Source: an optimization exercise on an open RTL-to-GDS flow (aim: small area, a short achievable clock period and few clock cycles per item). Production flows keep margins and buffers that such runs may drop. The RTL was checked by simulation tests, not by an equivalence proof against the original design.

// tns_link_top
module tns_link_top (
    input  logic        clock,
    input  logic        rst_n,
    input  logic        in_valid,
    input  logic [23:0] in_data,
    input  logic        out_credit,
    output logic        in_credit,
    output logic        out_valid,
    output logic [27:0] out_code,
    output logic [23:0] out_data
);
    localparam int CAP = 5;   
    logic        a_v;
    logic [23:0] a_d;
    logic        v1;
    logic [23:0] d1;
    logic [20:0] r1;
    logic [27:23] c1;       
    logic [27:23] cn1;      
    logic [20:0] rn1;
    logic        v2;
    logic [23:0] d2;
    logic [15:0] r2;
    logic [27:17] c2;       
    logic [27:17] cn2;      
    logic [15:0] rn2;
    logic        v3;
    logic [23:0] d3;
    logic [10:0] r3;
    logic [27:11] c3;       
    logic [27:11] cn3;      
    logic [10:0] rn3;
    logic        v4;
    logic [23:0] d4;
    logic [27:0] c4;       
    logic [27:0] cn4;      
    logic        ov;
    logic [2:0]  ocred;    
    logic [2:0]  xcred;    
    logic [2:0]  rcred;    
    logic        ic;
    logic free4;
  ...
Settings: LEC_CHECK=0, ABC_AREA=1, CAP_MARGIN=20, CORE_MARGIN=2, CORE_UTILIZATION=40, CTS_BUF_LIST=sky130_fd_sc_hd__clkbuf_8 sky130_fd_sc_hd__clkbuf_16, CTS_CLUSTER_DIAMETER=100, CTS_CLUSTER_SIZE=35, SLEW_MARGIN=20; clock period 45.0 ns.
standard.sh (not shown) runs the stock make flow with config.mk's settings and CLKGATE_MAP_FILE= SYNTH_SCRIPT=/design/flow/synth_recipe.tcl, a recipe that flattens the netlist after the stock synthesis.
==> flow/flow/run.sh <==
#!/bin/bash
# The standard layout, with port buffers of a plain buffer cell.
set -euo pipefail
export BUFFER_PORTS_ARGS="-buffer_cell sky130_fd_sc_hd__buf_1"
bash standard.sh finish > standard_flow.log 2>&1
The baseline completed with no timing, DRC or antenna violations.
Testbench counts at the start, summed over its fixed seeds: cycles 5,546, words 4,800.
Change:
- CTS_CLUSTER_SIZE: 35 -> 25
- setup slack gains 0.014 ns
- count of clock-buffer cells in the layout increases by 2
- synthesized cell count does not change
Change:
- CTS_BUF_LIST: sky130_fd_sc_hd__clkbuf_8 sky130_fd_sc_hd__clkbuf_16 -> sky130_fd_sc_hd__clkbuf_16
- CTS_CLUSTER_DIAMETER: 100 -> 60
- CTS_CLUSTER_SIZE: 25 -> 30
Outcome:
- The new run finished clean
- maximum frequency drops slightly
- non-clock buffer count stays the same
- wire length rises slightly
Change:
- CTS_BUF_LIST: sky130_fd_sc_hd__clkbuf_16 -> not set
- CTS_CLUSTER_DIAMETER: 60 -> not set
- CTS_CLUSTER_SIZE: 30 -> not set
- non-clock buffer count does not change
- via count hardly moves
- sequential share of layout area goes down by 0.24 points
- die area is unchanged
- worst setup slack is worse by 0.032 ns
- design area rose slightly
- clock-buffer cell count increases by 12
- first-iteration DRC count went up by roughly a tenth
- critical path depth does not change

Another version of the RTL of tns_link_top (not shown whole).
Size: roughly 82 I/O pins.
Settings: LEC_CHECK=0, ABC_AREA=1, CAP_MARGIN=20, CORE_MARGIN=2, CORE_UTILIZATION=40, CTS_BUF_LIST=sky130_fd_sc_hd__clkbuf_4 sky130_fd_sc_hd__clkbuf_8, CTS_CLUSTER_SIZE=40, SLEW_MARGIN=20; clock period 45.0 ns.
run.sh (not shown) runs the stock make flow with config.mk's settings and CLKGATE_MAP_FILE= SYNTH_SCRIPT=/design/flow/synth_recipe.tcl, a recipe that flattens the netlist after the stock synthesis.
Stock flow here: none of the scripts above is used.
The baseline finished clean.
Testbench counts at the start, summed over its fixed seeds: cycles 5,546, words 4,800.
Then changed:
==> flow/flow/run.sh (new file) <==
#!/bin/bash
# The standard layout, with port buffers of a plain buffer cell.
set -euo pipefail
export BUFFER_PORTS_ARGS="-buffer_cell sky130_fd_sc_hd__buf_2"
bash standard.sh finish > standard_flow.log 2>&1
==> flow/standard.sh (new file) <==
#!/bin/bash
# synth_recipe.tcl (not shown) runs the flow's synth.tcl, then flattens the netlist and writes it again
# the make line also repeats each setting of config.mk as NAME=value (left out here)
make -C /OpenROAD-flow-scripts/flow DESIGN_CONFIG=/design/flow/config.mk WORK_HOME=/design/flow/orfs CLKGATE_MAP_FILE= SYNTH_SCRIPT=/design/flow/synth_recipe.tcl "${@:-finish}"
CTS_BUF_LIST = default   (was sky130_fd_sc_hd__clkbuf_4 sky130_fd_sc_hd__clkbuf_8)
CTS_CLUSTER_SIZE = default   (was 40)
removed: flow/run.sh
What happened: Cell count went down by 1.2%; final area went down by 2.0%; flip-flop and latch count stays the same; non-clock buffer count went down by 2; worst setup slack gains 0.43 ns; clock-buffer cell count went down by 23; first-iteration DRC count went up by 11%; critical path depth does not change.
Then changed:
==> flow/run.sh (new file) <==
#!/bin/bash
# synth_recipe.tcl (not shown) runs the flow's synth.tcl, then flattens the netlist and writes it again
# the make line also repeats each setting of config.mk as NAME=value (left out here)
make -C /OpenROAD-flow-scripts/flow DESIGN_CONFIG=/design/flow/config.mk WORK_HOME=/design/flow/orfs CLKGATE_MAP_FILE= SYNTH_SCRIPT=/design/flow/synth_recipe.tcl finish
removed: flow/flow/run.sh
removed: flow/standard.sh
- The changed run completed without violations
- worst setup slack got worse by 0.40 ns
- synthesized cell count stays the same
- utilization increases by 1.3 points
- count of clock-buffer cells in the layout came out lower by 1
- sequential share of layout area falls by 1.3 points
- global-route usage rises by 0.46 points
- final area grows by a few percent
- wire length increases by a few percent
- non-clock buffer count rises by 2
- worst hold slack degrades by 0.0037 ns

==> port drivers added, routing unchanged <==
The flow's constraints put no driver on any port. The routed layouts listed below were extracted and timed again, unchanged, in two steps. Step 1 (the two cells are an assumption about what drives the block):
set clk [get_ports {clock}]
set_driving_cell -lib_cell sky130_fd_sc_hd__clkbuf_16 $clk
set_driving_cell -lib_cell sky130_fd_sc_hd__buf_2 [delete_from_list [all_inputs] $clk]
Step 2 moves the port delays by t, midway between the first and last clock arrival at a register: inputs arrive t later, outputs are due t later. That takes back most of the time a late clock gives input paths. a / b / c = ideal ports / drivers / drivers and shift; a / b = the first two.
run	t, ns	setup WS [ns]	hold WS [ns]	slew at the worst register clock pin (ns)	worst data-port slew with drivers (ns)
the first run of note 1	0.534	34.920 / 34.872 / 35.285	0.411 / 0.411 / 0.411	0.12 / 0.12	0.07
the second run of note 1	0.523	34.934 / 34.885 / 35.273	0.415 / 0.415 / 0.415	0.10 / 0.10	0.06
the third run of note 1	0.575	34.896 / 34.846 / 35.262	0.412 / 0.412 / 0.412	0.10 / 0.10	0.06
the fourth run of note 1	0.605	34.864 / 34.814 / 35.272	0.407 / 0.407 / 0.407	0.07 / 0.07	0.06
the first run of note 2	0.617	34.445 / 34.399 / 34.878	0.415 / 0.415 / 0.415	0.07 / 0.07	0.06
the second run of note 2	0.597	34.880 / 34.829 / 34.901	0.416 / 0.416 / 0.416	0.06 / 0.06	0.06
the third run of note 2	0.599	34.483 / 34.431 / 34.898	0.412 / 0.412 / 0.412	0.07 / 0.07	0.05
After both steps setup and hold are still met in every run listed.
